Source: an optimization exercise on an open RTL-to-GDS flow (aim: small area and a short achievable clock period). Production flows keep margins and buffers that such runs may drop. At most, simulation tests tie the RTL to the original design; equivalence was not proved. The RTL of runs 1 to 3, 5 and 6 was laid out without a check of its function. Power is estimated from default activity; no workload was simulated.

==> design.v <==
module m2_pingpong_block_buffer #(
    parameter int DATA_W  = 32,
    parameter int BLK_DIM = 8
) (
    input  logic              CLOCK_I,
    input  logic              RESETN_I,
    input  logic              WR_VALID_I,
    input  logic [DATA_W-1:0] WR_DATA_I,
    output logic              WR_READY_O,
    output logic              WR_BLOCK_DONE_O,
    input  logic              RD_TRANSPOSE_I,
    output logic              RD_VALID_O,
    output logic [DATA_W-1:0] RD_DATA_O,
    output logic              RD_LAST_O,
    input  logic              RD_READY_I,
    output logic              RD_BLOCK_DONE_O,
    output logic [1:0]        BANK_FULL_O
);
    localparam int WORDS  = BLK_DIM * BLK_DIM;
    localparam int ADDR_W = $clog2(WORDS);
    localparam int LOG_N  = $clog2(BLK_DIM);
    localparam int ROWS   = 2 * BLK_DIM;    
    logic [DATA_W-1:0] st [ROWS][BLK_DIM];
    logic [ADDR_W-1:0] wr_cnt;
    logic              wr_bank;
    logic [1:0]        full;
    logic              wr_rdy;
    logic              wr_fire;
    logic              wr_fill;
    logic [ROWS-1:0]   wsel;
    logic [DATA_W-1:0] wq_data;
    logic              idle;
    logic              pre;      
    logic              ld_ok;    
    logic              rd_bank;
    logic              tr_q;
    logic [ADDR_W-1:0] lc;       
    logic [ROWS-1:0]   rsel;     
    logic              vld;
    logic              last;
    logic [DATA_W-1:0] dout;
    logic              pop;
    logic              load;
    logic              rd_free;
    logic              start;
    logic [ADDR_W-1:0] lc_n;
    logic [LOG_N-1:0]  lrow_n;
    logic [DATA_W-1:0] head;
    assign wr_fire = WR_VALID_I & wr_rdy;
    assign wr_fill = wr_fire & (wr_cnt == ADDR_W'(WORDS - 1));
    assign pop     = vld & RD_READY_I;
    assign load    = pre | (ld_ok & RD_READY_I);
    assign rd_free = pop & last;
    assign start   = idle & full[rd_bank];
    assign lc_n    = lc + 1'b1;
    assign lrow_n  = tr_q ? lc_n[LOG_N-1:0] : lc_n[ADDR_W-1:LOG_N];
    always_comb begin
        head = '0;
        for (int i = 0; i < ROWS; i++) head = head | ({DATA_W{rsel[i]}} & st[i][0]);
    end
    for (genvar i = 0; i < ROWS; i++) begin : g_row
        logic en;
        assign en = wsel[i] | (rsel[i] & load);
        always_ff @(posedge CLOCK_I) begin
            if (en) begin
                for (int j = 0; j < BLK_DIM - 1; j++) st[i][j] <= st[i][j+1];
                st[i][BLK_DIM-1] <= wq_data;
            end
        end
    end
    always_ff @(posedge CLOCK_I) begin
        wq_data <= WR_DATA_I;
        if (load) dout <= head;
    end
    always_ff @(posedge CLOCK_I) begin
        if (!RESETN_I) begin
            wr_cnt          <= '0;
            wr_bank         <= 1'b0;
            full            <= 2'b00;
            wr_rdy          <= 1'b1;
            wsel            <= '0;
            idle            <= 1'b1;
            pre             <= 1'b0;
            ld_ok           <= 1'b0;
            rd_bank         <= 1'b0;
            tr_q            <= 1'b0;
            lc              <= '0;
            rsel            <= '0;
            vld             <= 1'b0;
            last            <= 1'b0;
            WR_BLOCK_DONE_O <= 1'b0;
            RD_BLOCK_DONE_O <= 1'b0;
        end else begin
            logic [1:0] full_n;
            logic       wr_bank_n;
            full_n    = full;
            wr_bank_n = wr_bank;
            if (wr_fill) begin
                wr_bank_n       = ~wr_bank;
                full_n[wr_bank] = 1'b1;
            end
            if (rd_free) full_n[rd_bank] = 1'b0;
            full    <= full_n;
            wr_bank <= wr_bank_n;
            wr_rdy  <= ~full_n[wr_bank_n];
            WR_BLOCK_DONE_O <= wr_fill;
            RD_BLOCK_DONE_O <= rd_free;
            wsel <= '0;
            if (wr_fire) begin
                wsel[{wr_bank, wr_cnt[ADDR_W-1:LOG_N]}] <= 1'b1;
                wr_cnt <= wr_cnt + 1'b1;
            end
            pre <= start;
            if (start) begin
                idle <= 1'b0;
                tr_q <= RD_TRANSPOSE_I;
                lc   <= '0;
                rsel <= '0;
                rsel[{rd_bank, LOG_N'(0)}] <= 1'b1;
            end
            if (pre) begin
                vld   <= 1'b1;
                ld_ok <= 1'b1;
            end
            if (load) begin
                lc   <= lc_n;
                rsel <= '0;
                rsel[{rd_bank, lrow_n}] <= 1'b1;
                last <= (lc == ADDR_W'(WORDS - 1));
                if (lc == ADDR_W'(WORDS - 1)) ld_ok <= 1'b0;
            end
            if (rd_free) begin
                idle    <= 1'b1;
                vld     <= 1'b0;
                rd_bank <= ~rd_bank;
            end
        end
    end
    assign WR_READY_O  = wr_rdy;
    assign RD_VALID_O  = vld;
    assign RD_DATA_O   = dout;
    assign RD_LAST_O   = last;
    assign BANK_FULL_O = full;
endmodule
==> run.sh <==
#!/bin/bash
# synth_recipe.tcl (not shown) runs the flow's synth.tcl, then flattens the netlist and writes it again
# the make line also repeats each setting of config.mk as NAME=value (left out here)
make -C /OpenROAD-flow-scripts/flow DESIGN_CONFIG=/design/flow/config.mk WORK_HOME=/design/flow/orfs CLKGATE_MAP_FILE= SYNTH_SCRIPT=/design/flow/synth_recipe.tcl finish
==> config.mk <==
export PLATFORM = sky130hd
export DESIGN_NAME = m2_pingpong_block_buffer
export DESIGN_NICKNAME = m2_pingpong_block_buffer
export VERILOG_FILES = /design/flow/design.v
export SDC_FILE = /design/flow/constraint.sdc
export NUM_CORES = 4
export LEC_CHECK = 0
export CAP_MARGIN = 20
export CELL_PAD_IN_SITES_DETAIL_PLACEMENT = 0
export CELL_PAD_IN_SITES_GLOBAL_PLACEMENT = 0
export CORE_MARGIN = 2
export CORE_UTILIZATION = 60
export PLACE_DENSITY = 0.75
export SETUP_SLACK_MARGIN = 3.0
export SLEW_MARGIN = 20
==> constraint.sdc <==
create_clock -name core_clock -period 5.5 [get_ports {CLOCK_I}]
set_input_delay 1.1000 -clock core_clock [delete_from_list [all_inputs] [get_ports {CLOCK_I}]]
set_output_delay 1.1000 -clock core_clock [all_outputs]
set_load 0.01 [all_outputs]
==> flow_summary.toml, run 1 <==
[synth]
syn-cell-area_sq_um = 130000
synth_async_sr_flop_share_pct = 0
synth-main-ff-cell = "edfxtp_1"
synth_edf_count = 4128
synth_fp_nets = 4843
synth_cell_type_count = 49
syn-instance-count = 4799
avgSynthCellArea_sq_um = 27.1
yosysSeqAreaShare_pct = 96.8
yosys_warnings = 2
synth-seq-cells = 4217

[worst_setup_path]
r2r_end = "wsel[11]"
r2r_setup_slack_ns = 2.72
cp_cell_sequence = "buf_2"
path_max_fanout = 1
required_ns = 4.40
cpLargestDelayFamily = "flip-flops"
r2r_start = "wr_cnt[3]"
reg2regPathDepth = 6
max_stage_delay_ns = 0.64
worstSetupStartpointType = "flip-flop"
cp.arrival_ns = 1.85
cp.buffers_inverters = 1
worst_setup_path_end_kind = "output port"
cp_slowest_cell = "edfxtp_1"
path_class = "flip-flop to output port"

[detailed_routing]
vias = 54547
wl_per_cell_microns = 36.7
drc_errors = 0
routed_via_density = 6.38
drtAntennaViolNets = 0
routed_wirelength_microns = 314000
dr.pass1.iters = 10
initialDrtViolationCount = 9558

[hold_path]
hold_class = "flip-flop to flip-flop"
hp-start = "st[55][15]"
hold_path_depth = 0
holdPathEnd = "st[54][15]"

[placement]
place.gp.congestion = 0.869
dp_hpwl_microns = 119000
placed_area_sq_um = 135000
dp_slack_ns = 1.48
io_buffers = 75

[clock_tree]
numCtsBuffers = 391
clkLatencyLatePin_ns = 1.00
hold_buffers = 0
clockRootBuffer = "clkbuf_16"
cts_tree = "yes"
htree_levels = 5
cts.sinks = 4217
clockBufferDepth = 4
path_clk_slew_ns = 0.07

[timing]
min_period_ns = 2.95
fin_worst_skew_ns = 0.0733
setup_slack_ns = 2.55
finalHoldViolCount = 0
relSlewSlack_pct = 13.9
fmax_ghz = 0.339
fin_tns_setup_ns = 0
final.period_utilization_pct = 53.6
rsz0062_at_grt = "true"
maxSlewViolCount = 0
worstMarginPinSlew_ns = 1.29
setup_violations = 0

[grt]
grt_use_total_pct = 27.7
antenna_found_initial = 22
grt_max_degree = 90
overflow = 0
grt_pass1_vias = 54679
grt.busiest_layer = "met2"
gr-usage-met2_pct = 44.8
grt_first_pass_wirelength_microns = 422000
grt_util_met3_pct = 6.10
met1_usage_pct = 36.0

[floorplan]
dieArea_sq_um = 220000
initial_core_util_pct = 60.4
num_rows = 170
core_area_sq_um = 215000
die_w_microns = 469
die_h_microns = 469
ios = 76

[status]
status = "timing/DRC/antenna clean"

[power]
p_leak_nw = 46.9
power_density_nw_per_um2 = 419
vdd_ir_drop_max_mv = 0.393

[job]
max-cap-violations = 0

[cells_and_area]
final_common_cell = "edfxtp_1"
nNetsFinal = 5437
area_growth_pct = 14.7
final_cell_mix = "edfxtp_1 (4128), clkbuf_16 (398), a22o_1 (128)"
final_util_pct = 69.3
stdcell_area_sq_um = 149000
layout-drive-gt1-share_pct = 14.9
-- cell families (layout without fill, tap and decap cells) --
family / Yosys count / count (layout) / synth area share [%]
xor+xnor: 12 / 12 / 0.0810
other cells: 0 / 18 / 0
compound gates: 332 / 358 / 2.16
flops: 4217 / 4217 / 96.8
buf+inv: 85 / 947 / 0.254
mux: 3 / 3 / 0.0231
simple gates: 143 / 143 / 0.567
fa+ha+maj: 7 / 7 / 0.0675
-- sequential cells by signal, summed over array words and instances (netlist names) --
signal and count:
st 4096, dout 32, wr_rdy 1, lc 6
rsel 16, ld_ok 1, rd_bank 1, wsel 16
vld 1, wr_bank 1, wq_data 32, RD_BLOCK_DONE_O 1
last 1, tr_q 1, full 2, wr_cnt 6
pre 1, idle 1, WR_BLOCK_DONE_O 1
-- cell usage after synthesis (all sizes together) (2+ instances only) --
library cell / instances / area (sq um)
buf: 11 / 52.6
edfxtp: 4128 / 124000
a211oi: 2 / 15.0
o211a: 2 / 20.0
a31oi: 6 / 37.5
and2: 15 / 93.8
and3: 4 / 30.0
xor2: 6 / 52.6
a221oi: 128 / 1120
o21ai: 25 / 136
o211ai: 2 / 28.8
nand4: 33 / 206
a21oi: 11 / 58.8
nor4: 2 / 12.5
a22o: 128 / 1120
nor3: 5 / 25.0
a32oi: 2 / 17.5
xnor2: 6 / 52.6
nor2: 35 / 134
a32o: 4 / 40.0
nand2: 33 / 124
a21o: 17 / 129
dfxtp: 89 / 1780
nand2b: 4 / 25.0
nand3: 5 / 25.0
mux2i: 3 / 30.0
ha: 7 / 87.6
clkbuf: 67 / 251
inv: 7 / 26.3
and4: 2 / 17.5
-- per-stage QoR --
step / instances / hold slack [ns] / power, W
finish: 8543 / 0.383 / 0.0624
global route: 8525 / 0.393 / 0.0636
CTS: 8503 / 0.384 / 0.0621
detailed placement: 7744 / 0.405 / 0.0358
global placement: 7744 / 0.400 / 0.0358
floorplan: 4799 / 0.400 / 0.0357
-- where the power goes --
| group | switching, W | internal (W) |
|---|---|---|
| Clock | 0.0125 | 0.0148 |
| Sequential | 0.000103 | 0.0349 |
| Combinational | 0.000125 | 0.0000412 |
-- worst register-to-register path, stage by stage (launching register included) --
cell and delay [ns]:
dfxtp_1 0.63, inv_1 0.18, ha_1 0.27, xor2_1 0.22
or3b_2 0.56, nor2_1 0.40, and2_1 0.42
-- metal layers --
| metal | routed length (microns) | share of wire [%] | vias up |
|---|---|---|---|
| met5 | 195 | 0.062 | - |
| met4 | 18700 | 6.0 | 24 |
| li1 | - | - | 21019 |
| met1 | 108000 | 34 | 27960 |
| met2 | 155000 | 49 | 4471 |
| met3 | 32800 | 10 | 1073 |
-- how the worst max path moves through the flow --
stage,cells past startpoint,end,from
2_1_floorplan,5,st[0][0],RD_READY_I
3_3_place_gp,5,st[12][18],RD_READY_I
3_5_place_dp,5,st[103][30],RD_READY_I
4_1_cts,1,RD_DATA_O[2],dout[2]
5_1_grt,1,RD_DATA_O[2],dout[2]
6_report,1,RD_DATA_O[2],dout[2]
-- timing repair --
action                      CTS  global route
pin swaps                    10             4
setup endpoints to repair  3554          2033
resized for setup           220            40
cloned                       31             4
buffers inserted             41            18
-- area by class of cell --
type / instances / area [sq um]
flip-flops and latches: 4217 / 126000
multi-input cells: 523 / 4280
fillers: 11442 / 66000
inverters: 7 / 56.3
clock inverters: 208 / 1880
repair inverters: 2 / 13.8
diodes: 18 / 45.0
well taps: 2838 / 3550
repair buffers: 251 / 3010
clock buffers: 479 / 10300
==> run 2: changes to the inputs <==
--- a/config.mk
+++ b/config.mk
@@ -10,6 +10,8 @@
 export CELL_PAD_IN_SITES_GLOBAL_PLACEMENT = 0
 export CORE_MARGIN = 2
 export CORE_UTILIZATION = 60
+export CTS_CLUSTER_DIAMETER = 50
+export CTS_CLUSTER_SIZE = 20
 export PLACE_DENSITY = 0.75
-export SETUP_SLACK_MARGIN = 3.0
+export SETUP_SLACK_MARGIN = 2.5
 export SLEW_MARGIN = 20
==> run 2 against run 1 <==
Against the previous run: largest cell class unchanged; first-iteration DRC count down 28%; core utilization down 2.3 points; register-to-register slack worse by 0.24 ns; worst setup slack worse by 0.067 ns.
==> flow_summary.toml, run 2 <==
[floorplan]
die_w_microns = 469
initial_core_util_pct = 60.4
num_rows = 170
dieArea_sq_um = 220000
die_h_microns = 469
ios = 76
core_area_sq_um = 215000

[clock_tree]
cts_tree = "yes"
clockRootBuffer = "clkbuf_16"
clockBufferDepth = 4
htree_levels = 5
clkLatencyLatePin_ns = 0.96
numCtsBuffers = 288
cts.sinks = 4217
path_clk_slew_ns = 0.08

[power]
p_int_w = 0.0453
power.share.clock_pct = 37.3
switching_share_pct = 19.0
power_density_nw_per_um2 = 389
vdd_ir_drop_max_mv = 0.406
p_leak_nw = 44.5
switchingPower_w = 0.0107
seqPwrFrac_pct = 62.4
p_comb_share_pct = 0.3

[synth]
synth_fp_nets = 4843
netlist_top_cells_area = "edfxtp_1 (95%), dfxtp_1 (1.4%), a221oi_1 (0.86%)"
yosys_warnings = 2
yosysSeqAreaShare_pct = 96.8
syn-instance-count = 4799
yosys.area.top_type = "edfxtp_1"
synth-main-ff-cell = "edfxtp_1"
syn-cell-area_sq_um = 130000
synth_edf_count = 4128
synth-seq-cells = 4217
synth_async_sr_flop_share_pct = 0
avgSynthCellArea_sq_um = 27.1
synth_top_area_share_pct = 95.5
synth_commonest_cells = "edfxtp_1 (4128), a221oi_1 (128), a22o_1 (128), dfxtp_1 (89), clkbuf_1 (67)"
synth_cell_type_count = 49
synth.most_common_cell = "edfxtp_1"

[detailed_routing]
initialDrtViolationCount = 6919
vias = 49237
dr_wl_met2_microns = 126000
routed_via_density = 6.02
wl_met3_microns = 20000
wl_per_cell_microns = 30.5
highest_layer = "met5"
wl_met1_microns = 93800
drc_errors = 0
dr.pass1.iters = 6
drtAntennaViolNets = 0
routed_wirelength_microns = 249000

[grt]
antenna_found_initial = 20
grt_use_total_pct = 22.7
overflow = 0
grt_first_pass_wirelength_microns = 352000
grt_pass1_vias = 49608
grt_max_degree = 125

[worst_setup_path]
path_class = "flip-flop to flip-flop"
max_stage_delay_ns = 0.74
cp_slowest_cell = "dfxtp_2"
path_max_fanout = 57
cp.arrival_ns = 3.57
worstSetupStartpointType = "flip-flop"
cp_cell_sequence = "buf_4, a21o_4, buf_4"
required_ns = 6.05
cpMostUsedCell = "buf_4"
worst_setup_path_end_kind = "flip-flop"

[timing]
worstMarginPinSlew_ns = 1.17
setup_violations = 0
rsz0062_at_grt = "true"
finalHoldViolCount = 0
min_period_ns = 3.02
final.period_utilization_pct = 54.8
fmax_ghz = 0.332
fin_worst_skew_ns = 0.0719
maxSlewViolCount = 0
relSlewSlack_pct = 22.1
fin_tns_setup_ns = 0
setup_slack_ns = 2.49

[cells_and_area]
final_cell_mix = "edfxtp_1 (4128), clkbuf_16 (299), a22o_1 (128), a221oi_1 (128), buf_4 (71)"
area_growth_pct = 10.8
fillCellCount = 12051
top_register = "st"
nNetsFinal = 5247
largest_reg_flops = 4096
layout-drive-gt1-share_pct = 10.2
multi_input_area_sq_um = 3940
regArea_sq_um = 126000
final_common_cell = "edfxtp_1"
final_util_pct = 67.0
largestRegisters = "st: 4096 flops, dout: 32 flops, wq_data: 32 flops"

[placement]
dp_hpwl_microns = 119000
place.gp.congestion = 0.869
io_buffers = 75
dp_slack_ns = 1.48

[hold_path]
hold_class = "flip-flop to flip-flop"

[job]
max-cap-violations = 0

[status]
status = "timing/DRC/antenna clean"
==> run 2: final timing paths <==
kind | cells past startpoint | to | slack (ns) | from
worst max-delay path | 3 | st[1][15] | 2.49 | rsel[0]
worst min-delay path | 0 | st[22][19] | 0.37 | st[23][19]
worst min register to register | 0 | st[22][19] | 0.37 | st[23][19]
worst max register to register | 3 | st[1][15] | 2.49 | rsel[0]
==> run 2: routing by layer <==
metal / track usage [%] / vias to the layer above
li1: - / 20392
met1: 30.9 / 25587
met2: 37.7 / 2724
met3: 3.79 / 528
met4: 7.89 / 6
met5: 0.0433 / -
==> run 2: kinds of logic (layout without fill, tap and decap cells) <==
kind of cell | Yosys count | in the layout | share of synthesized area, %
xor+xnor | 12 | 12 | 0.0810
other cells | 0 | 2 | 0
simple gates | 143 | 143 | 0.567
compound gates | 332 | 337 | 2.16
buf+inv | 85 | 614 | 0.254
flops | 4217 | 4217 | 96.8
fa+ha+maj | 7 | 7 | 0.0675
mux | 3 | 3 | 0.0231
==> run 2: per-stage QoR <==
step | hold slack (ns) | cells | area [sq um] | power, W
2_1_floorplan | 0.400 | 4799 | 130000 | 0.0357
3_3_place_gp | 0.400 | 7744 | 135000 | 0.0358
3_5_place_dp | 0.405 | 7744 | 135000 | 0.0358
4_1_cts | 0.368 | 8168 | 144000 | 0.0564
5_1_grt | 0.377 | 8173 | 144000 | 0.0573
6_report | 0.372 | 8173 | 144000 | 0.0560
==> run 2: worst max-delay path: cells and delay by family, from the launching register on <==
kind	cells	cell delay, ns
compound gates	1	0.48
buf+inv	2	1.20
flops	1	0.74
==> run 2: layout make-up <==
type / count / share of cell area [%]
Clock buffer: 337 / 5.30
Multi-Input combinational cell: 502 / 2.73
Clock inverter: 83 / 0.654
Sequential cell: 4217 / 87.4
Inverter: 7 / 0.0200
Antenna cell: 2 / 0.00348
Timing Repair Buffer: 187 / 1.43
Tap cell: 2838 / 2.47
==> run 2: repair_timing <==
item / in CTS / in global routing
cloned: 4 / 1
gates resized for setup: 43 / 4
hold buffers: 0 / 0
pin swaps: 2 / 0
buffers inserted: 0 / 0
setup endpoints to repair: 338 / 366
==> run 2: power by group through the flow <==
stage | sequential [W] | clock (W) | combinational, W
after detailed placement | 0.0357 | 0 | 0.000153
after floorplan | 0.0356 | 0 | 0.0000360
after global placement | 0.0357 | 0 | 0.000148
final | 0.0349 | 0.0209 | 0.000155
after global routing | 0.0349 | 0.0222 | 0.000163
after CTS | 0.0349 | 0.0213 | 0.000154
==> run 3: changes to the inputs <==
--- a/design.v
+++ b/design.v
@@ -27,8 +27,7 @@
     logic              wr_rdy;
     logic              wr_fire;
     logic              wr_fill;
-    logic [ROWS-1:0]   wsel;
-    logic [DATA_W-1:0] wq_data;
+    logic [ROWS-1:0]   wsel;     
     logic              idle;
     logic              pre;      
     logic              ld_ok;    
@@ -60,16 +59,15 @@
     end
     for (genvar i = 0; i < ROWS; i++) begin : g_row
         logic en;
-        assign en = wsel[i] | (rsel[i] & load);
+        assign en = (wsel[i] & wr_fire) | (rsel[i] & load);
         always_ff @(posedge CLOCK_I) begin
             if (en) begin
                 for (int j = 0; j < BLK_DIM - 1; j++) st[i][j] <= st[i][j+1];
-                st[i][BLK_DIM-1] <= wq_data;
+                st[i][BLK_DIM-1] <= WR_DATA_I;
             end
         end
     end
     always_ff @(posedge CLOCK_I) begin
-        wq_data <= WR_DATA_I;
         if (load) dout <= head;
     end
     always_ff @(posedge CLOCK_I) begin
@@ -78,7 +76,7 @@
             wr_bank         <= 1'b0;
             full            <= 2'b00;
             wr_rdy          <= 1'b1;
-            wsel            <= '0;
+            wsel            <= ROWS'(1);
             idle            <= 1'b1;
             pre             <= 1'b0;
             ld_ok           <= 1'b0;
@@ -105,10 +103,12 @@
             wr_rdy  <= ~full_n[wr_bank_n];
             WR_BLOCK_DONE_O <= wr_fill;
             RD_BLOCK_DONE_O <= rd_free;
-            wsel <= '0;
             if (wr_fire) begin
-                wsel[{wr_bank, wr_cnt[ADDR_W-1:LOG_N]}] <= 1'b1;
-                wr_cnt <= wr_cnt + 1'b1;
+                logic [ADDR_W-1:0] wr_cnt_n;
+                wr_cnt_n = wr_cnt + 1'b1;
+                wr_cnt <= wr_cnt_n;
+                wsel   <= '0;
+                wsel[{wr_bank_n, wr_cnt_n[ADDR_W-1:LOG_N]}] <= 1'b1;
             end
             pre <= start;
             if (start) begin
==> flow/run.sh (new file) <==
#!/bin/bash
# The standard ORFS flow (the standard.sh), with two changes to how the layout is made:
#  - port buffers are buf_4 cells instead of the delay-type buffer buffer_ports picks by default;
#  - timing repair may resize a cell to any cell of the same function, not only to one of the same
#    footprint, so those buffers and the output registers' drivers can be resized.
# make's full output goes to flow_make.log here; each ORFS step logs under orfs/logs/.
set -euo pipefail
bash standard.sh MATCH_CELL_FOOTPRINT=0 "BUFFER_PORTS_ARGS=-buffer_cell sky130_fd_sc_hd__buf_4" finish > flow_make.log 2>&1
==> standard.sh (new file) <==
#!/bin/bash
# synth_recipe.tcl (not shown) runs the flow's synth.tcl, then flattens the netlist and writes it again
# the make line also repeats each setting of config.mk as NAME=value (left out here)
make -C /OpenROAD-flow-scripts/flow DESIGN_CONFIG=/design/flow/config.mk WORK_HOME=/design/flow/orfs CLKGATE_MAP_FILE= SYNTH_SCRIPT=/design/flow/synth_recipe.tcl "${@:-finish}"
--- a/config.mk
+++ b/config.mk
@@ -10,8 +10,6 @@
 export CELL_PAD_IN_SITES_GLOBAL_PLACEMENT = 0
 export CORE_MARGIN = 2
 export CORE_UTILIZATION = 60
-export CTS_CLUSTER_DIAMETER = 50
-export CTS_CLUSTER_SIZE = 20
 export PLACE_DENSITY = 0.75
-export SETUP_SLACK_MARGIN = 2.5
+export SETUP_SLACK_MARGIN = 3.0
 export SLEW_MARGIN = 20
removed: run.sh
==> run 3 against run 2 <==
Against the previous run: largest power group unchanged; sequential cell count is 32 lower; power is 9.7% higher; still clean; sequential power hardly changed; global-route usage is 3.7 points higher; cell count is 3.7% higher; clock power is 26% higher; sequential share of layout area is 2.6 points lower; maximum frequency is 6.6% higher; worst hold slack worse by 0.010 ns; critical path type is now flip-flop to output port; worst setup slack better by 0.19 ns.
==> flow_summary.toml, run 3 <==
[status]
status = "timing/DRC/antenna clean"

[timing]
setup_slack_ns = 2.67
setup_violations = 0
rsz0062_at_grt = "true"
final.period_utilization_pct = 51.4
relSlewSlack_pct = 22.8
worstMarginPinSlew_ns = 1.16
maxSlewViolCount = 0
fmax_ghz = 0.354
fin_worst_skew_ns = 0.0656
finalHoldViolCount = 0
fin_tns_setup_ns = 0
min_period_ns = 2.83

[detailed_routing]
initialDrtViolationCount = 7682
drc_errors = 0
routed_via_density = 6.15
vias = 52103
drtAntennaViolNets = 0
wl_per_cell_microns = 34.3
routed_wirelength_microns = 290000
dr.pass1.iters = 6

[clock_tree]
htree_levels = 5
clockRootBuffer = "clkbuf_16"
numCtsBuffers = 390
path_clk_slew_ns = 0.07
cts.sinks = 4185
cts_tree = "yes"
clkLatencyLatePin_ns = 0.97
clockBufferDepth = 4
hold_buffers = 0

[cells_and_area]
final_common_cell = "edfxtp_1"
stdcell_area_sq_um = 148000
area_growth_pct = 14.1
nNetsFinal = 5377
largestRegisters = "st: 4096 flops, dout: 32 flops"
top_register = "st"
layout-drive-gt1-share_pct = 14.3
largest_reg_flops = 4096
final_cell_mix = "edfxtp_1 (4128), clkbuf_16 (406), a22o_1 (130)"

[grt]
grt_max_degree = 113
grt_use_total_pct = 26.3
grt_pass1_vias = 52992
antenna_found_initial = 7
grt_first_pass_wirelength_microns = 400000
overflow = 0

[worst_setup_path]
required_ns = 4.40
r2r_start = "rsel[3]"
path_class = "flip-flop to output port"
reg2regPathDepth = 3
cp.arrival_ns = 1.73
cp_cell_sequence = "buf_6"
r2r_end = "st[29][19]"
cp_slowest_cell = "edfxtp_1"
cp.buffers_inverters = 1
worstSetupStartpointType = "flip-flop"
r2r_setup_slack_ns = 2.95
path_max_fanout = 1
worst_setup_path_end_kind = "output port"
cpLargestDelayFamily = "flip-flops"
max_stage_delay_ns = 0.57

[synth]
syn-instance-count = 4800
synth_top_area_share_pct = 95.9
synth_commonest_cells = "edfxtp_1 (4128), a22o_1 (146), a221oi_1 (128), clkbuf_1 (72), dfxtp_1 (57)"
synth_async_sr_flop_share_pct = 0
synth.most_common_cell = "edfxtp_1"
synth-seq-cells = 4185
syn-cell-area_sq_um = 129000
synth_cell_type_count = 48
yosysSeqAreaShare_pct = 96.7
yosys_warnings = 2
synth_edf_count = 4128
synth-main-ff-cell = "edfxtp_1"
netlist_top_cells_area = "edfxtp_1 (96%), a22o_1 (0.99%), dfxtp_1 (0.88%)"
avgSynthCellArea_sq_um = 26.9
yosys.area.top_type = "edfxtp_1"
synth_fp_nets = 4841

[placement]
dp_hpwl_microns = 117000
place.gp.congestion = 0.787
placed_area_sq_um = 134000
io_buffers = 75
dp_slack_ns = 1.47

[hold_path]
hold_path_depth = 0
holdPathEnd = "st[18][7]"
hold_class = "flip-flop to flip-flop"
hp-start = "st[19][7]"

[floorplan]
die_h_microns = 468
ios = 76
num_rows = 170
core_area_sq_um = 214000
die_w_microns = 468
initial_core_util_pct = 60.3
dieArea_sq_um = 219000

[job]
max-cap-violations = 0

[power]
vdd_ir_drop_max_mv = 0.360
power_density_nw_per_um2 = 417
p_leak_nw = 46.3
## run 3: cell types whose count changed after synthesis, moves of 11 or more
cell | previous run | this run
nand2_1 | 33 | 49
and2_1 | 15 | 1
dfxtp_1 | 89 | 57
o21ai_0 | 17 | 28
a22o_1 | 128 | 146
a21o_1 | 16 | 0
## run 3: final cells by class
| cell class | count | area (sq um) |
|---|---|---|
| flip-flops and latches | 4185 | 125000 |
| fillers | 11814 | 66900 |
| clock buffers | 484 | 10200 |
| multi-input cells | 554 | 4400 |
| well taps | 2838 | 3550 |
| repair buffers | 197 | 2440 |
| clock inverters | 202 | 1710 |
| inverters | 8 | 37.5 |
| diodes | 5 | 12.5 |
## run 3: through the flow
| stage | power (W) | instances | util, % | hold slack [ns] |
|---|---|---|---|---|
| floorplan | 0.0355 | 4800 | - | 0.400 |
| global placement | 0.0356 | 7711 | 62.6 | 0.400 |
| detailed placement | 0.0357 | 7711 | 62.6 | 0.405 |
| CTS | 0.0616 | 8447 | 68.6 | 0.354 |
| global route | 0.0627 | 8470 | 68.8 | 0.378 |
| finish | 0.0615 | 8473 | 68.8 | 0.361 |
## run 3: worst max-delay path by stage
stage	from	end	slack, ns	cells after the start
after floorplan	WR_VALID_I	st[0][0]	1.71	5
after global placement	RD_READY_I	st[119][0]	1.54	6
after detailed placement	RD_READY_I	st[118][20]	1.47	6
after CTS	dout[15]	RD_DATA_O[15]	2.60	1
after global routing	dout[11]	RD_DATA_O[11]	2.64	1
final	dout[11]	RD_DATA_O[11]	2.67	1
## run 3: cells by family after synthesis
group / share of synthesized area, %
AOI/OAI and AO/OA: 2.22
xor gates and xnor gates: 0.0948
adders and majority gates: 0.0387
buffers and inverters: 0.264
DFF: 96.7
muxes: 0.0242
and+or+nand+nor: 0.614
## run 3: repair_timing
action,in CTS,in global routing
pin swaps,13,1
cloned,32,5
setup endpoints to repair,3379,1290
hold endpoints to repair,0,0
buffers inserted,18,16
resized for setup,103,25
## run 3: layer usage
metal | GRT usage [%] | wire length [microns] | part of all wire (%)
met1 | 33.8 | 104000 | 36
met2 | 44.8 | 150000 | 52
met3 | 4.72 | 23700 | 8.2
met4 | 10.9 | 12900 | 4.5
met5 | 0 | 26 | 0.0090
## run 3: power by group
group,total (W),internal [W],switching [W]
registers,0.0348,0.0347,0.0000610
clock network,0.0264,0.0145,0.0119
logic,0.000258,0.0000431,0.000215
total,0.0615,0.0492,0.0122
==> run 4: changes to the inputs <==
--- a/design.v
+++ b/design.v
@@ -29,37 +29,47 @@
     logic              wr_fill;
     logic [ROWS-1:0]   wsel;     
     logic              idle;
-    logic              pre;      
-    logic              ld_ok;    
+    logic              more;     
     logic              rd_bank;
     logic              tr_q;
     logic [ADDR_W-1:0] lc;       
     logic [ROWS-1:0]   rsel;     
-    logic              vld;
-    logic              last;
+    logic [ADDR_W-1:0] pc;       
+    logic              vld;      
+    logic              nvld;     
+    logic              last;     
     logic [DATA_W-1:0] dout;
+    logic [DATA_W-1:0] nx;
     logic              pop;
-    logic              load;
+    logic              xfer;
     logic              rd_free;
     logic              start;
+    logic              dout_from_nx;
+    logic              dout_from_head;
+    logic              dout_hold;
+    logic              nx_load;
     logic [ADDR_W-1:0] lc_n;
     logic [LOG_N-1:0]  lrow_n;
     logic [DATA_W-1:0] head;
     assign wr_fire = WR_VALID_I & wr_rdy;
     assign wr_fill = wr_fire & (wr_cnt == ADDR_W'(WORDS - 1));
     assign pop     = vld & RD_READY_I;
-    assign load    = pre | (ld_ok & RD_READY_I);
+    assign xfer    = more & ~nvld;
     assign rd_free = pop & last;
     assign start   = idle & full[rd_bank];
     assign lc_n    = lc + 1'b1;
     assign lrow_n  = tr_q ? lc_n[LOG_N-1:0] : lc_n[ADDR_W-1:LOG_N];
+    assign dout_from_nx   = nvld & pop;
+    assign dout_from_head = xfer & (~vld | pop);
+    assign dout_hold      = ~dout_from_nx & ~dout_from_head;
+    assign nx_load        = xfer & vld & ~pop;
     always_comb begin
         head = '0;
         for (int i = 0; i < ROWS; i++) head = head | ({DATA_W{rsel[i]}} & st[i][0]);
     end
     for (genvar i = 0; i < ROWS; i++) begin : g_row
         logic en;
-        assign en = (wsel[i] & wr_fire) | (rsel[i] & load);
+        assign en = (wsel[i] & wr_fire) | (rsel[i] & xfer);
         always_ff @(posedge CLOCK_I) begin
             if (en) begin
                 for (int j = 0; j < BLK_DIM - 1; j++) st[i][j] <= st[i][j+1];
@@ -68,7 +78,9 @@
         end
     end
     always_ff @(posedge CLOCK_I) begin
-        if (load) dout <= head;
+        dout <= ({DATA_W{dout_from_nx}} & nx) | ({DATA_W{dout_from_head}} & head) |
+                ({DATA_W{dout_hold}} & dout);
+        if (nx_load) nx <= head;
     end
     always_ff @(posedge CLOCK_I) begin
         if (!RESETN_I) begin
@@ -78,13 +90,14 @@
             wr_rdy          <= 1'b1;
             wsel            <= ROWS'(1);
             idle            <= 1'b1;
-            pre             <= 1'b0;
-            ld_ok           <= 1'b0;
+            more            <= 1'b0;
             rd_bank         <= 1'b0;
             tr_q            <= 1'b0;
             lc              <= '0;
             rsel            <= '0;
+            pc              <= '0;
             vld             <= 1'b0;
+            nvld            <= 1'b0;
             last            <= 1'b0;
             WR_BLOCK_DONE_O <= 1'b0;
             RD_BLOCK_DONE_O <= 1'b0;
@@ -110,28 +123,29 @@
                 wsel   <= '0;
                 wsel[{wr_bank_n, wr_cnt_n[ADDR_W-1:LOG_N]}] <= 1'b1;
             end
-            pre <= start;
             if (start) begin
                 idle <= 1'b0;
+                more <= 1'b1;
                 tr_q <= RD_TRANSPOSE_I;
                 lc   <= '0;
+                pc   <= '0;
                 rsel <= '0;
                 rsel[{rd_bank, LOG_N'(0)}] <= 1'b1;
             end
-            if (pre) begin
-                vld   <= 1'b1;
-                ld_ok <= 1'b1;
-            end
-            if (load) begin
+            if (xfer) begin
                 lc   <= lc_n;
                 rsel <= '0;
                 rsel[{rd_bank, lrow_n}] <= 1'b1;
-                last <= (lc == ADDR_W'(WORDS - 1));
-                if (lc == ADDR_W'(WORDS - 1)) ld_ok <= 1'b0;
+                if (lc == ADDR_W'(WORDS - 1)) more <= 1'b0;
+            end
+            vld  <= (vld & ~(pop & ~nvld & ~xfer)) | (~vld & xfer);
+            nvld <= (nvld & ~pop) | nx_load;
+            if (pop) begin
+                pc   <= pc + 1'b1;
+                last <= (pc == ADDR_W'(WORDS - 2));
             end
             if (rd_free) begin
                 idle    <= 1'b1;
-                vld     <= 1'b0;
                 rd_bank <= ~rd_bank;
             end
         end
--- a/config.mk
+++ b/config.mk
@@ -10,6 +10,8 @@
 export CELL_PAD_IN_SITES_GLOBAL_PLACEMENT = 0
 export CORE_MARGIN = 2
 export CORE_UTILIZATION = 60
+export CTS_CLUSTER_DIAMETER = 50
+export CTS_CLUSTER_SIZE = 20
 export PLACE_DENSITY = 0.75
-export SETUP_SLACK_MARGIN = 3.0
+export SETUP_SLACK_MARGIN = 3.2
 export SLEW_MARGIN = 20
==> run 4 against run 3 <==
Against the previous run: still clean on timing, DRC and antenna; worst hold slack better by 0.016 ns; non-clock buffer count is 57 higher; worst setup slack better by 0.15 ns; clock-buffer cell count shrank 127; register-to-register slack better by 0.11 ns; critical path type unchanged.
==> flow_summary.toml, run 4 <==
[synth]
synth_top_area_share_pct = 94.7
avgSynthCellArea_sq_um = 26.1
synth_commonest_cells = "edfxtp_1 (4128), a22oi_1 (160), nand2_1 (112), dfxtp_1 (95), a22o_1 (84)"
synth_edf_count = 4128
synth_cell_type_count = 58
synth-main-ff-cell = "edfxtp_1"
yosys.area.top_type = "edfxtp_1"
yosys_warnings = 2
syn-cell-area_sq_um = 131000
synth.most_common_cell = "edfxtp_1"
syn-instance-count = 5014
netlist_top_cells_area = "edfxtp_1 (95%), dfxtp_1 (1.5%), a22oi_1 (0.92%)"
synth_async_sr_flop_share_pct = 0
yosysSeqAreaShare_pct = 96.1
synth-seq-cells = 4223
synth_fp_nets = 5057

[placement]
placed_area_sq_um = 136000
io_buffers = 75
place.gp.congestion = 0.838
dp_hpwl_microns = 129000

[detailed_routing]
vias = 54018
wl_met3_microns = 32100
drc_errors = 0
dr.pass1.iters = 7
highest_layer = "met5"
wl_met1_microns = 104000
dr_wl_met2_microns = 142000
drtAntennaViolNets = 0
initialDrtViolationCount = 9410
routed_wirelength_microns = 295000
routed_via_density = 6.33
wl_per_cell_microns = 34.6

[job]
max-cap-violations = 0

[grt]
grt_pass1_vias = 53407
antenna_found_initial = 14
grt_use_total_pct = 25.9
grt_max_degree = 96
overflow = 0
grt_first_pass_wirelength_microns = 400000

[timing]
rsz0062_at_grt = "true"
maxSlewViolCount = 0
hold_slack_ns = 0.378
fin_tns_setup_ns = 0
finalHoldViolCount = 0
final.period_utilization_pct = 48.6
fin_worst_skew_ns = 0.0705
fmax_ghz = 0.374
worstMarginPinSlew_ns = 1.08
relSlewSlack_pct = 27.6
setup_violations = 0
min_period_ns = 2.67

[cells_and_area]
largest_reg_flops = 4096
regArea_sq_um = 126000
fillCellCount = 12014
largestRegisters = "st: 4096 flops, dout: 32 flops, nx: 32 flops"
layout-drive-gt1-share_pct = 14.6
area_growth_pct = 12.5
nNetsFinal = 5551
stdcell_area_sq_um = 147000
top_register = "st"
final_common_cell = "edfxtp_1"
final_cell_mix = "edfxtp_1 (4128), clkbuf_16 (311), a22oi_1 (160)"
multi_input_area_sq_um = 5510

[floorplan]
die_h_microns = 471
core_area_sq_um = 217000
dieArea_sq_um = 222000
die_w_microns = 471
ios = 76
initial_core_util_pct = 60.3
num_rows = 171

[power]
finalPower_w = 0.0575
vdd_ir_drop_max_mv = 0.256
power_density_nw_per_um2 = 390
p_leak_nw = 45.9

[clock_tree]
path_clk_slew_ns = 0.09
htree_levels = 5
numCtsBuffers = 297
cts_tree = "yes"
clkLatencyLatePin_ns = 0.99
cts.sinks = 4223
clockRootBuffer = "clkbuf_16"
clockBufferDepth = 4

[worst_setup_path]
path_class = "flip-flop to output port"
required_ns = 4.40
r2r_setup_slack_ns = 3.06
cp.arrival_ns = 1.57
cp_slowest_cell = "dfxtp_4"
cp_cell_sequence = "buf_6"
path_max_fanout = 2
worstSetupStartpointType = "flip-flop"
max_stage_delay_ns = 0.46
cpLargestDelayFamily = "flip-flops"
cp.buffers_inverters = 1
worst_setup_path_end_kind = "output port"

[status]
status = "timing/DRC/antenna clean"

[hold_path]
hold_class = "flip-flop to flip-flop"
run 4: changes by cell type after synthesis, moves of 5 or more:
cell      before  now
a22oi_1        0  160
a221oi_1     128   64
nand2_1       49  112
a22o_1       146   84
dfxtp_1       57   95
and3_1         3   37
a21oi_1        9   20
buf_1          2   12
nor3_1        13    7
or3_1          0    5
run 4: through the flow:
step	utilization, %	instances	worst slack (ns)
3_5_place_dp	62.7	7934	1.93
4_1_cts	67.6	8494	2.81
6_report	67.9	8537	2.83
3_3_place_gp	62.7	7934	2.07
5_1_grt	67.9	8529	2.80
2_1_floorplan	-	5014	1.83
run 4: power breakdown:
part	switching (W)	internal [W]	leakage, nW
Clock	0.0111	0.0108	4.42
Sequential	0.000132	0.0350	38.1
Combinational	0.000324	0.000130	3.42
Total	0.0115	0.0459	45.9
run 4: final cells by class:
| cell class | instances | share of cell area [%] |
|---|---|---|
| sequential | 4223 | 85.6 |
| clock buffer | 357 | 5.34 |
| multi-input combinational | 723 | 3.74 |
| tap | 2854 | 2.42 |
| timing repair buffer | 254 | 2.09 |
| clock inverter | 108 | 0.804 |
| inverter | 9 | 0.0263 |
| antenna | 9 | 0.0153 |
run 4: repair_timing:
action / in CTS / in global routing
cloned: 38 / 2
endpoints found under the setup margin: 4178 / 1116
hold buffers: 0 / 0
pin swaps: 16 / 14
setup buffers: 57 / 32
resized for setup: 190 / 45
run 4: worst paths after layout:
check / from / to / depth (start not counted)
worst max-delay path: dout[24] / RD_DATA_O[24] / 1
worst min-delay path: st[12][1] / st[11][1] / 0
worst max register to register: lc[0] / rsel[8] / 9
worst min register to register: st[12][1] / st[11][1] / 0
run 4: metal layers:
metal  global-route usage, %  vias to the layer above
li1                        -                    21470
met1                    34.5                    27480
met2                    41.3                     4135
met3                    5.64                      925
met4                    12.5                        8
met5                       0                        -
run 4: cells by family (layout without fill, tap and decap cells):
logic type / Yosys count / after routing / share of synthesized area (%)
compound gates: 395 / 425 / 2.35
xor+xnor: 14 / 14 / 0.104
fa+ha+maj: 6 / 6 / 0.0573
buf+inv: 102 / 728 / 0.307
flops: 4223 / 4223 / 96.1
mux: 3 / 3 / 0.0248
other cells: 0 / 9 / 0
simple gates: 271 / 275 / 1.02
==> run 5: changes to the inputs <==
--- a/design.v
+++ b/design.v
@@ -34,6 +34,7 @@
     logic              tr_q;
     logic [ADDR_W-1:0] lc;       
     logic [ROWS-1:0]   rsel;     
+    logic [ROWS-1:0]   rsel_rot;
     logic [ADDR_W-1:0] pc;       
     logic              vld;      
     logic              nvld;     
@@ -48,8 +49,7 @@
     logic              dout_from_head;
     logic              dout_hold;
     logic              nx_load;
-    logic [ADDR_W-1:0] lc_n;
-    logic [LOG_N-1:0]  lrow_n;
+    logic [ROWS-1:0]   wsel_rot;
     logic [DATA_W-1:0] head;
     assign wr_fire = WR_VALID_I & wr_rdy;
     assign wr_fill = wr_fire & (wr_cnt == ADDR_W'(WORDS - 1));
@@ -57,8 +57,8 @@
     assign xfer    = more & ~nvld;
     assign rd_free = pop & last;
     assign start   = idle & full[rd_bank];
-    assign lc_n    = lc + 1'b1;
-    assign lrow_n  = tr_q ? lc_n[LOG_N-1:0] : lc_n[ADDR_W-1:LOG_N];
+    assign wsel_rot = {wsel[ROWS-2:0], wsel[ROWS-1]};
+    assign rsel_rot = {rsel[ROWS-2:BLK_DIM], rsel[ROWS-1], rsel[BLK_DIM-2:0], rsel[BLK_DIM-1]};
     assign dout_from_nx   = nvld & pop;
     assign dout_from_head = xfer & (~vld | pop);
     assign dout_hold      = ~dout_from_nx & ~dout_from_head;
@@ -117,11 +117,8 @@
             WR_BLOCK_DONE_O <= wr_fill;
             RD_BLOCK_DONE_O <= rd_free;
             if (wr_fire) begin
-                logic [ADDR_W-1:0] wr_cnt_n;
-                wr_cnt_n = wr_cnt + 1'b1;
-                wr_cnt <= wr_cnt_n;
-                wsel   <= '0;
-                wsel[{wr_bank_n, wr_cnt_n[ADDR_W-1:LOG_N]}] <= 1'b1;
+                wr_cnt <= wr_cnt + 1'b1;
+                if (wr_cnt[LOG_N-1:0] == LOG_N'(BLK_DIM - 1)) wsel <= wsel_rot;
             end
             if (start) begin
                 idle <= 1'b0;
@@ -133,9 +130,8 @@
                 rsel[{rd_bank, LOG_N'(0)}] <= 1'b1;
             end
             if (xfer) begin
-                lc   <= lc_n;
-                rsel <= '0;
-                rsel[{rd_bank, lrow_n}] <= 1'b1;
+                lc <= lc + 1'b1;
+                if (tr_q || lc[LOG_N-1:0] == LOG_N'(BLK_DIM - 1)) rsel <= rsel_rot;
                 if (lc == ADDR_W'(WORDS - 1)) more <= 1'b0;
             end
             vld  <= (vld & ~(pop & ~nvld & ~xfer)) | (~vld & xfer);
==> flow/run.sh (replaced) <==
#!/bin/bash
# The standard ORFS flow (the standard.sh), with these changes to how the layout is made:
#  - port buffers are buf_4 cells instead of the delay-type buffer buffer_ports picks by default;
#  - timing repair may resize a cell to any cell of the same function, not only to one of the same
#    footprint, so those buffers and the output registers' drivers can be resized;
#  - after global placement, flow/pin_regs.tcl moves each register that drives an output port
#    next to that port's buffer (detailed placement then legalizes it);
#  - clock tree synthesis clusters up to 25 sinks within 55 um per leaf buffer and spaces the
#    H-tree's buffers 250 um apart, which gives a lower insertion delay with fewer buffers.
# make's full output goes to flow_make.log here; each ORFS step logs under orfs/logs/.
set -euo pipefail
here=$(pwd)
bash standard.sh MATCH_CELL_FOOTPRINT=0 \
  "BUFFER_PORTS_ARGS=-buffer_cell sky130_fd_sc_hd__buf_4" \
  "POST_GLOBAL_PLACE_TCL=$here/flow/pin_regs.tcl" \
  "CTS_ARGS=-sink_clustering_enable -repair_clock_nets -distance_between_buffers 250 -sink_clustering_size 25 -sink_clustering_max_diameter 55" \
  finish > flow_make.log 2>&1
==> flow/pin_regs.tcl (new file) <==
# Move each register that drives an output port's buffer next to that buffer, so the register's
# clock-to-output path has no long wire; its longer input wire then lies on a register-to-register
# path. Detailed placement legalizes the moved registers afterwards.
set block [ord::get_db_block]
set die [$block getDieArea]
set cx [expr {([$die xMin] + [$die xMax]) / 2}]
set cy [expr {([$die yMin] + [$die yMax]) / 2}]
set moved 0
foreach bterm [$block getBTerms] {
  if {[$bterm getIoType] != "OUTPUT"} { continue }
  set net [$bterm getNet]
  if {$net == "NULL"} { continue }
  foreach it [$net getITerms] {
    if {![$it isOutputSignal]} { continue }
    set buf [$it getInst]
    foreach bit [$buf getITerms] {
      if {![$bit isInputSignal]} { continue }
      set n2 [$bit getNet]
      if {$n2 == "NULL"} { continue }
      foreach d [$n2 getITerms] {
        if {![$d isOutputSignal]} { continue }
        set reg [$d getInst]
        set m [[$reg getMaster] getName]
        if {![string match "*df*" $m]} { continue }
        lassign [$buf getLocation] bx by
        # a few microns from the buffer, towards the die centre
        set dx [expr {$cx - $bx}]
        set dy [expr {$cy - $by}]
        set len [expr {sqrt(double($dx) * $dx + double($dy) * $dy)}]
        if {$len < 1} { set len 1 }
        set step 8000
        set nx [expr {int($bx + $step * $dx / $len)}]
        set ny [expr {int($by + $step * $dy / $len)}]
        $reg setLocation $nx $ny
        incr moved
      }
    }
  }
}
puts "pin_regs: moved $moved registers next to their output buffers"
--- a/config.mk
+++ b/config.mk
@@ -10,8 +10,6 @@
 export CELL_PAD_IN_SITES_GLOBAL_PLACEMENT = 0
 export CORE_MARGIN = 2
 export CORE_UTILIZATION = 60
-export CTS_CLUSTER_DIAMETER = 50
-export CTS_CLUSTER_SIZE = 20
 export PLACE_DENSITY = 0.75
-export SETUP_SLACK_MARGIN = 3.2
+export SETUP_SLACK_MARGIN = 3.0
 export SLEW_MARGIN = 20
==> run 5 against run 4 <==
Against the previous run: still clean; global-route usage fell by 2.7 points; cell area fell by 2.5%; clock skew rose by 0.011 ns; worst setup slack improved by 0.060 ns; sequential cell count did not move; die area barely moved; clock power fell by 19%; critical path depth rose by 4; clock-buffer cell count fell by 94; critical path type is now flip-flop to flip-flop.
==> flow_summary.toml, run 5 <==
[status]
status = "timing/DRC/antenna clean"

[floorplan]
core_area_sq_um = 217000
num_rows = 171
dieArea_sq_um = 222000
die_h_microns = 471
die_w_microns = 471
initial_core_util_pct = 60.3
ios = 76

[clock_tree]
path_clk_slew_ns = 0.11
cts.sinks = 4223
htree_levels = 4
clkLatencyLatePin_ns = 0.94
clockRootBuffer = "clkbuf_16"
numCtsBuffers = 213
clockBufferDepth = 4
cts_tree = "yes"

[job]
max-cap-violations = 0

[worst_setup_path]
path_max_fanout = 21
required_ns = 6.29
worst_setup_path_end_kind = "flip-flop"
worstSetupStartpointType = "flip-flop"
cp.arrival_ns = 3.41
max_stage_delay_ns = 0.55
cp_cell_sequence = "buf_4, a22o_1, a221oi_1, nand4_1, a31o_1"
cpLargestDelayFamily = "compound AO/OA/AOI/OAI gates"
cp_slowest_cell = "dfxtp_2"
path_class = "flip-flop to flip-flop"
r2r_setup_slack_ns = 2.89
cp.buffers_inverters = 1

[synth]
synth_async_sr_flop_share_pct = 0
synth_cell_type_count = 40
yosys.area.top_type = "edfxtp_1"
syn-instance-count = 4918
synth-seq-cells = 4223
synth_fp_nets = 4961
synth_commonest_cells = "edfxtp_1 (4128), a22o_1 (176), a221oi_1 (126), dfxtp_1 (95), nand2_1 (67)"
avgSynthCellArea_sq_um = 26.6
yosysSeqAreaShare_pct = 96.2
synth_top_area_share_pct = 94.7
synth-main-ff-cell = "edfxtp_1"
synth_edf_count = 4128
netlist_top_cells_area = "edfxtp_1 (95%), dfxtp_1 (1.5%), a22o_1 (1.2%)"
yosys_warnings = 2
synth.most_common_cell = "edfxtp_1"
syn-cell-area_sq_um = 131000

[detailed_routing]
wl_per_cell_microns = 31.7
routed_via_density = 6.12
routed_wirelength_microns = 263000
drtAntennaViolNets = 0
vias = 50690
dr_wl_met2_microns = 125000
dr.pass1.iters = 14
highest_layer = "met5"
initialDrtViolationCount = 7988
wl_met3_microns = 25600
wl_met1_microns = 98700
drc_errors = 0

[cells_and_area]
nNetsFinal = 5340
top_register = "st"
layout-drive-gt1-share_pct = 11.7
area_growth_pct = 9.74
final_common_cell = "edfxtp_1"
largest_reg_flops = 4096
regArea_sq_um = 126000
final_cell_mix = "edfxtp_1 (4128), clkbuf_16 (222), a22o_1 (160)"
largestRegisters = "st: 4096 flops, dout: 32 flops, nx: 32 flops"
final_util_pct = 66.2
fillCellCount = 12511
multi_input_area_sq_um = 4770

[grt]
grt_first_pass_wirelength_microns = 361000
grt_use_total_pct = 23.2
grt_pass1_vias = 49392
grt_max_degree = 104
antenna_found_initial = 8
overflow = 0

[hold_path]
hold_class = "flip-flop to flip-flop"

[power]
vdd_ir_drop_max_mv = 0.262
p_leak_nw = 44.3
power_density_nw_per_um2 = 372

[timing]
fin_tns_setup_ns = 0
worstMarginPinSlew_ns = 1.18
fmax_ghz = 0.383
maxSlewViolCount = 0
hold_slack_ns = 0.374
rsz0062_at_grt = "true"
final.period_utilization_pct = 47.5
fin_worst_skew_ns = 0.0818
min_period_ns = 2.61
finalHoldViolCount = 0
relSlewSlack_pct = 21.2
setup_violations = 0

[placement]
io_buffers = 75
dp_hpwl_microns = 131000
-- run 5: changes by cell type in the layout (fill, tap and decap cells not counted), moves of 11 or more --
cell / before / now
a21oi_1: 19 / 44
a221oi_1: 60 / 126
a22o_1: 68 / 160
a22oi_1: 160 / 0
a31o_1: 0 / 32
and3_1: 35 / 1
buf_12: 53 / 34
clkbuf_16: 311 / 222
dfxtp_1: 29 / 40
dfxtp_4: 45 / 27
nand2_1: 111 / 67
nand3_1: 9 / 27
nor2_1: 35 / 21
o21ai_0: 25 / 10
-- run 5: through the flow --
stage / cell area [sq um] / std cells / setup WS, ns / total power [W]
6_report: 144000 / 8281 / 2.89 / 0.0534
4_1_cts: 143000 / 8249 / 2.89 / 0.0537
3_3_place_gp: 136000 / 7834 / 1.65 / 0.0362
2_1_floorplan: 131000 / 4918 / 1.78 / 0.0359
5_1_grt: 144000 / 8279 / 2.94 / 0.0546
3_5_place_dp: 136000 / 7836 / 2.00 / 0.0363
-- run 5: logic make-up (layout without fill, tap and decap cells) --
family | after synthesis | count (layout) | share of synthesized area [%]
flip-flops | 4223 | 4223 | 96.2
AND/OR/NAND/NOR | 173 | 176 | 0.622
adder cells (fa/ha/maj) | 6 | 6 | 0.0574
other | 0 | 3 | 0
XOR/XNOR | 5 | 5 | 0.0335
AO/OA/AOI/OAI | 404 | 429 | 2.54
buffers and inverters | 103 | 581 | 0.533
multiplexers | 4 | 4 | 0.0325
-- run 5: final timing paths --
kind                                 from   endpoint  cells after the start
worst min-delay path            st[2][28]  st[1][28]                      0
worst min register to register  st[2][28]  st[1][28]                      0
worst max-delay path              rsel[5]   dout[23]                      5
worst max register to register    rsel[5]   dout[23]                      5
-- run 5: power by group --
| part | total, W | internal [W] | switching, W |
|---|---|---|---|
| Sequential | 0.0351 | 0.0350 | 0.0000863 |
| Clock | 0.0177 | 0.00790 | 0.00981 |
| Combinational | 0.000630 | 0.000220 | 0.000410 |
| Total | 0.0534 | 0.0431 | 0.0103 |
-- run 5: layout make-up --
cell class | count | share of cell area [%]
Clock buffer | 263 | 3.90
Antenna cell | 3 | 0.00523
Multi-Input combinational cell | 620 | 3.32
Clock inverter | 79 | 0.664
Timing Repair Buffer | 235 | 1.87
Tap cell | 2854 | 2.49
Inverter | 4 | 0.0105
Sequential cell | 4223 | 87.7
-- run 5: timing repair --
action,4_1_cts,5_1_grt
buffers inserted,41,24
gates cloned,30,5
hold buffers,0,0
pin swaps,15,2
gates resized for setup,129,12
endpoints found under the setup margin,3343,1187
-- run 5: per-layer routing --
| layer | vias to the layer above | GRT usage (%) |
|---|---|---|
| li1 | 20898 | - |
| met1 | 26003 | 32.2 |
| met2 | 3189 | 36.6 |
| met3 | 598 | 4.47 |
| met4 | 2 | 10.1 |
| met5 | - | 0 |
==> run 6: changes to the inputs <==
--- a/design.v
+++ b/design.v
@@ -28,59 +28,44 @@
     logic              wr_fire;
     logic              wr_fill;
     logic [ROWS-1:0]   wsel;     
+    logic [ROWS-1:0]   wsel_rot;
     logic              idle;
-    logic              more;     
+    logic              pre;      
+    logic              ld_ok;    
     logic              rd_bank;
     logic              tr_q;
     logic [ADDR_W-1:0] lc;       
     logic [ROWS-1:0]   rsel;     
     logic [ROWS-1:0]   rsel_rot;
-    logic [ADDR_W-1:0] pc;       
-    logic              vld;      
-    logic              nvld;     
-    logic              last;     
+    logic              vld;
+    logic              last;
     logic [DATA_W-1:0] dout;
-    logic [DATA_W-1:0] nx;
     logic              pop;
-    logic              xfer;
+    logic              load;
     logic              rd_free;
     logic              start;
-    logic              dout_from_nx;
-    logic              dout_from_head;
-    logic              dout_hold;
-    logic              nx_load;
-    logic [ROWS-1:0]   wsel_rot;
     logic [DATA_W-1:0] head;
     assign wr_fire = WR_VALID_I & wr_rdy;
     assign wr_fill = wr_fire & (wr_cnt == ADDR_W'(WORDS - 1));
     assign pop     = vld & RD_READY_I;
-    assign xfer    = more & ~nvld;
+    assign load    = pre | (ld_ok & RD_READY_I);
     assign rd_free = pop & last;
     assign start   = idle & full[rd_bank];
     assign wsel_rot = {wsel[ROWS-2:0], wsel[ROWS-1]};
     assign rsel_rot = {rsel[ROWS-2:BLK_DIM], rsel[ROWS-1], rsel[BLK_DIM-2:0], rsel[BLK_DIM-1]};
-    assign dout_from_nx   = nvld & pop;
-    assign dout_from_head = xfer & (~vld | pop);
-    assign dout_hold      = ~dout_from_nx & ~dout_from_head;
-    assign nx_load        = xfer & vld & ~pop;
     always_comb begin
         head = '0;
         for (int i = 0; i < ROWS; i++) head = head | ({DATA_W{rsel[i]}} & st[i][0]);
     end
     for (genvar i = 0; i < ROWS; i++) begin : g_row
         logic en;
-        assign en = (wsel[i] & wr_fire) | (rsel[i] & xfer);
+        assign en = (wsel[i] & wr_fire) | (rsel[i] & load);
         always_ff @(posedge CLOCK_I) begin
             if (en) begin
                 for (int j = 0; j < BLK_DIM - 1; j++) st[i][j] <= st[i][j+1];
                 st[i][BLK_DIM-1] <= WR_DATA_I;
             end
         end
-    end
-    always_ff @(posedge CLOCK_I) begin
-        dout <= ({DATA_W{dout_from_nx}} & nx) | ({DATA_W{dout_from_head}} & head) |
-                ({DATA_W{dout_hold}} & dout);
-        if (nx_load) nx <= head;
     end
     always_ff @(posedge CLOCK_I) begin
         if (!RESETN_I) begin
@@ -90,17 +75,17 @@
             wr_rdy          <= 1'b1;
             wsel            <= ROWS'(1);
             idle            <= 1'b1;
-            more            <= 1'b0;
+            pre             <= 1'b0;
+            ld_ok           <= 1'b0;
             rd_bank         <= 1'b0;
             tr_q            <= 1'b0;
             lc              <= '0;
             rsel            <= '0;
-            pc              <= '0;
             vld             <= 1'b0;
-            nvld            <= 1'b0;
             last            <= 1'b0;
             WR_BLOCK_DONE_O <= 1'b0;
             RD_BLOCK_DONE_O <= 1'b0;
+            dout            <= '0;
         end else begin
             logic [1:0] full_n;
             logic       wr_bank_n;
@@ -120,28 +105,28 @@
                 wr_cnt <= wr_cnt + 1'b1;
                 if (wr_cnt[LOG_N-1:0] == LOG_N'(BLK_DIM - 1)) wsel <= wsel_rot;
             end
+            pre <= start;
             if (start) begin
                 idle <= 1'b0;
-                more <= 1'b1;
                 tr_q <= RD_TRANSPOSE_I;
                 lc   <= '0;
-                pc   <= '0;
                 rsel <= '0;
                 rsel[{rd_bank, LOG_N'(0)}] <= 1'b1;
             end
-            if (xfer) begin
-                lc <= lc + 1'b1;
+            if (pre) begin
+                vld   <= 1'b1;
+                ld_ok <= 1'b1;
+            end
+            if (load) begin
+                lc   <= lc + 1'b1;
                 if (tr_q || lc[LOG_N-1:0] == LOG_N'(BLK_DIM - 1)) rsel <= rsel_rot;
-                if (lc == ADDR_W'(WORDS - 1)) more <= 1'b0;
+                last <= (lc == ADDR_W'(WORDS - 1));
+                if (lc == ADDR_W'(WORDS - 1)) ld_ok <= 1'b0;
             end
-            vld  <= (vld & ~(pop & ~nvld & ~xfer)) | (~vld & xfer);
-            nvld <= (nvld & ~pop) | nx_load;
-            if (pop) begin
-                pc   <= pc + 1'b1;
-                last <= (pc == ADDR_W'(WORDS - 2));
-            end
+            if (load) dout <= head;
             if (rd_free) begin
                 idle    <= 1'b1;
+                vld     <= 1'b0;
                 rd_bank <= ~rd_bank;
             end
         end
==> run 6 against run 5 <==
Against the previous run: global-route usage down 0.55 points; highest routed layer unchanged; sequential cell count decreased by 38; critical endpoint is now st[113][27]; maximum frequency is essentially flat; wire length fell by 3.8%; cell count fell by 1.8%; via count down 2.7%; synthesized cell count is 2.2% lower.
==> flow_summary.toml, run 6 <==
[power]
seqPwrFrac_pct = 66.2
power.share.clock_pct = 33.3
p_comb_share_pct = 0.4
p_leak_nw = 43.2
p_int_w = 0.0424
switching_share_pct = 19.0
switchingPower_w = 0.00995
vdd_ir_drop_max_mv = 0.289
finalPower_w = 0.0523
power_density_nw_per_um2 = 370

[grt]
overflow = 0
grt_max_degree = 161
grt_pass1_vias = 47800
grt_first_pass_wirelength_microns = 348000
grt_use_total_pct = 22.7
antenna_found_initial = 14

[hold_path]
hold_path_depth = 0
hp-start = "st[22][1]"
holdPathEnd = "st[21][1]"
hold_class = "flip-flop to flip-flop"

[timing]
fin_tns_setup_ns = 0
fmax_ghz = 0.383
maxSlewViolCount = 0
fin_worst_skew_ns = 0.0657
final.period_utilization_pct = 47.5
relSlewSlack_pct = 25.8
finalHoldViolCount = 0
rsz0062_at_grt = "true"
setup_violations = 0
worstMarginPinSlew_ns = 1.11
min_period_ns = 2.61

[synth]
synth_async_sr_flop_share_pct = 0
avgSynthCellArea_sq_um = 26.9
yosysSeqAreaShare_pct = 96.6
syn-cell-area_sq_um = 129000
synth-seq-cells = 4185
synth_top_area_share_pct = 95.2
yosys_warnings = 2
syn-instance-count = 4812
synth.most_common_cell = "edfxtp_1"
yosys.area.top_type = "edfxtp_1"
synth_cell_type_count = 44
netlist_top_cells_area = "edfxtp_1 (95%), dfxtp_1 (1.4%), a22o_1 (0.76%)"
synth_edf_count = 4096
synth_commonest_cells = "edfxtp_1 (4096), a22o_1 (112), dfxtp_1 (89), a221oi_1 (88), a22oi_1 (78)"
synth_fp_nets = 4853
synth-main-ff-cell = "edfxtp_1"

[worst_setup_path]
reg2regPathDepth = 4
cp.buffers_inverters = 2
cp.arrival_ns = 3.11
max_stage_delay_ns = 0.56
r2r_setup_slack_ns = 2.89
path_class = "flip-flop to flip-flop"
required_ns = 6.00
r2r_start = "wr_rdy"
worstSetupStartpointType = "flip-flop"
cp_cell_sequence = "buf_4, and2_4, a22o_4, buf_12"
cpLargestDelayFamily = "buffers and inverters"
worst_setup_path_end_kind = "flip-flop"
r2r_end = "st[113][27]"
cp_slowest_cell = "and2_4"
path_max_fanout = 82

[floorplan]
ios = 76
initial_core_util_pct = 60.3
die_h_microns = 468
dieArea_sq_um = 219000
core_area_sq_um = 214000
die_w_microns = 468
num_rows = 170

[detailed_routing]
dr.pass1.iters = 6
drc_errors = 0
wl_per_cell_microns = 31.1
routed_via_density = 6.07
routed_wirelength_microns = 253000
vias = 49330
initialDrtViolationCount = 7693
drtAntennaViolNets = 0

[cells_and_area]
nNetsFinal = 5197
final_common_cell = "edfxtp_1"
final_util_pct = 66.0
largestRegisters = "st: 4096 flops, dout: 32 flops"
largest_reg_flops = 4096
final_cell_mix = "edfxtp_1 (4096), clkbuf_16 (216), buf_4 (108)"
top_register = "st"
area_growth_pct = 9.52
layout-drive-gt1-share_pct = 11.3
fin_cells = 8129

[placement]
io_buffers = 75
dp_hpwl_microns = 126000
dpl.cell_count = 7713

[status]
status = "timing/DRC/antenna clean"

[job]
max-cap-violations = 0

[clock_tree]
hold_buffers = 0
clockBufferDepth = 4
htree_levels = 4
cts.sinks = 4185
cts_tree = "yes"
clockRootBuffer = "clkbuf_16"
path_clk_slew_ns = 0.10
numCtsBuffers = 213
clkLatencyLatePin_ns = 0.90
[run 6: cells by family (layout without fill, tap and decap cells)]
logic type	after synthesis	count (layout)	synth area share, %
compound gates	389	412	2.44
flops	4185	4185	96.6
fa+ha+maj	4	4	0.0387
xor+xnor	5	5	0.0339
buf+inv	91	538	0.396
mux	5	5	0.0436
other cells	0	8	0
simple gates	133	134	0.496
[run 6: stage by stage]
step	setup slack [ns]	instance area [sq um]	hold WS (ns)
floorplan	1.78	129000	0.400
global placement	1.75	134000	0.400
detailed placement	1.63	134000	0.405
CTS	2.94	141000	0.396
global route	2.92	142000	0.403
finish	2.89	142000	0.387
[run 6: timing repair]
item                                     CTS  global route
gates cloned                              22             4
buffers inserted                          38             2
pin swaps                                 13             2
endpoints found under the setup margin  2959           260
resized for setup                        121             7
[run 6: area by class of cell]
cell class                      instances  area (sq um)
Inverter                                2          7.51
Timing Repair Buffer                  194          2180
Tap cell                             2838          3550
Fill cell                           12350         72900
Sequential cell                      4185        125000
Clock buffer                          268          5590
Multi-Input combinational cell        560          4390
Clock inverter                         74           880
Antenna cell                            8          20.0
[run 6: worst max-delay path by stage]
stage / start / to / slack, ns / cells after the start
2_1_floorplan: WR_VALID_I / st[0][0] / 1.78 / 4
3_3_place_gp: RD_READY_I / st[79][31] / 1.75 / 4
3_5_place_dp: RD_READY_I / st[78][31] / 1.63 / 4
4_1_cts: dout[20] / RD_DATA_O[20] / 2.94 / 1
5_1_grt: wr_rdy / st[112][6] / 2.92 / 4
6_report: wr_rdy / st[113][27] / 2.89 / 4
[run 6: layer usage]
| layer | part of all wire [%] | GRT usage (%) | vias up |
|---|---|---|---|
| met1 | 38 | 31.5 | 25436 |
| met4 | 4.3 | 8.18 | 8 |
| met2 | 49 | 36.7 | 2947 |
| met5 | 0.017 | 0 | - |
| li1 | - | - | 20397 |
| met3 | 9.4 | 4.21 | 542 |
[run 6: power groups by stage]
stage	clock [W]	sequential, W	combinational, W
2_1_floorplan	0	0.0354	0.0000451
3_3_place_gp	0	0.0354	0.000220
3_5_place_dp	0	0.0354	0.000224
4_1_cts	0.0176	0.0346	0.000234
5_1_grt	0.0186	0.0347	0.000240
6_report	0.0174	0.0346	0.000232

-- port drivers added, routing unchanged --
Ports are ideal in the flow. The routed layouts listed here were re-timed in OpenROAD. Step 1 sets driving cells, clkbuf_16 on the clock port and buf_2 on the other inputs (assumed; they add their load-dependent delay and slew). Step 2 moves the port delays by t, midway between the first and last clock arrival at a register: inputs arrive t later, outputs are due t later. That takes back most of the time a late clock gives input paths. Three values: ideal ports, drivers, drivers and shift; two values: the first two.
run | shift t [ns] | setup slack, ns | hold WS [ns]
run 1 | 1.052 | 2.552 / 2.321 / 1.269 | 0.383 / 0.383 / 0.383
run 2 | 1.023 | 2.485 / 2.473 / 1.537 | 0.372 / 0.372 / 0.372
run 3 | 1.038 | 2.672 / 2.581 / 2.189 | 0.361 / 0.347 / 0.361
run 4 | 1.038 | 2.826 / 2.745 / 2.267 | 0.378 / 0.378 / 0.378
run 5 | 1.007 | 2.886 / 2.862 / 2.312 | 0.374 / 0.349 / 0.374
run 6 | 0.962 | 2.888 / 2.888 / 2.050 | 0.387 / 0.387 / 0.387
After both steps setup and hold are still met in every run listed. For run 1, which loses most, drivers alone change the setup slack by -0.231 ns; drivers and shift together by -1.283 ns.
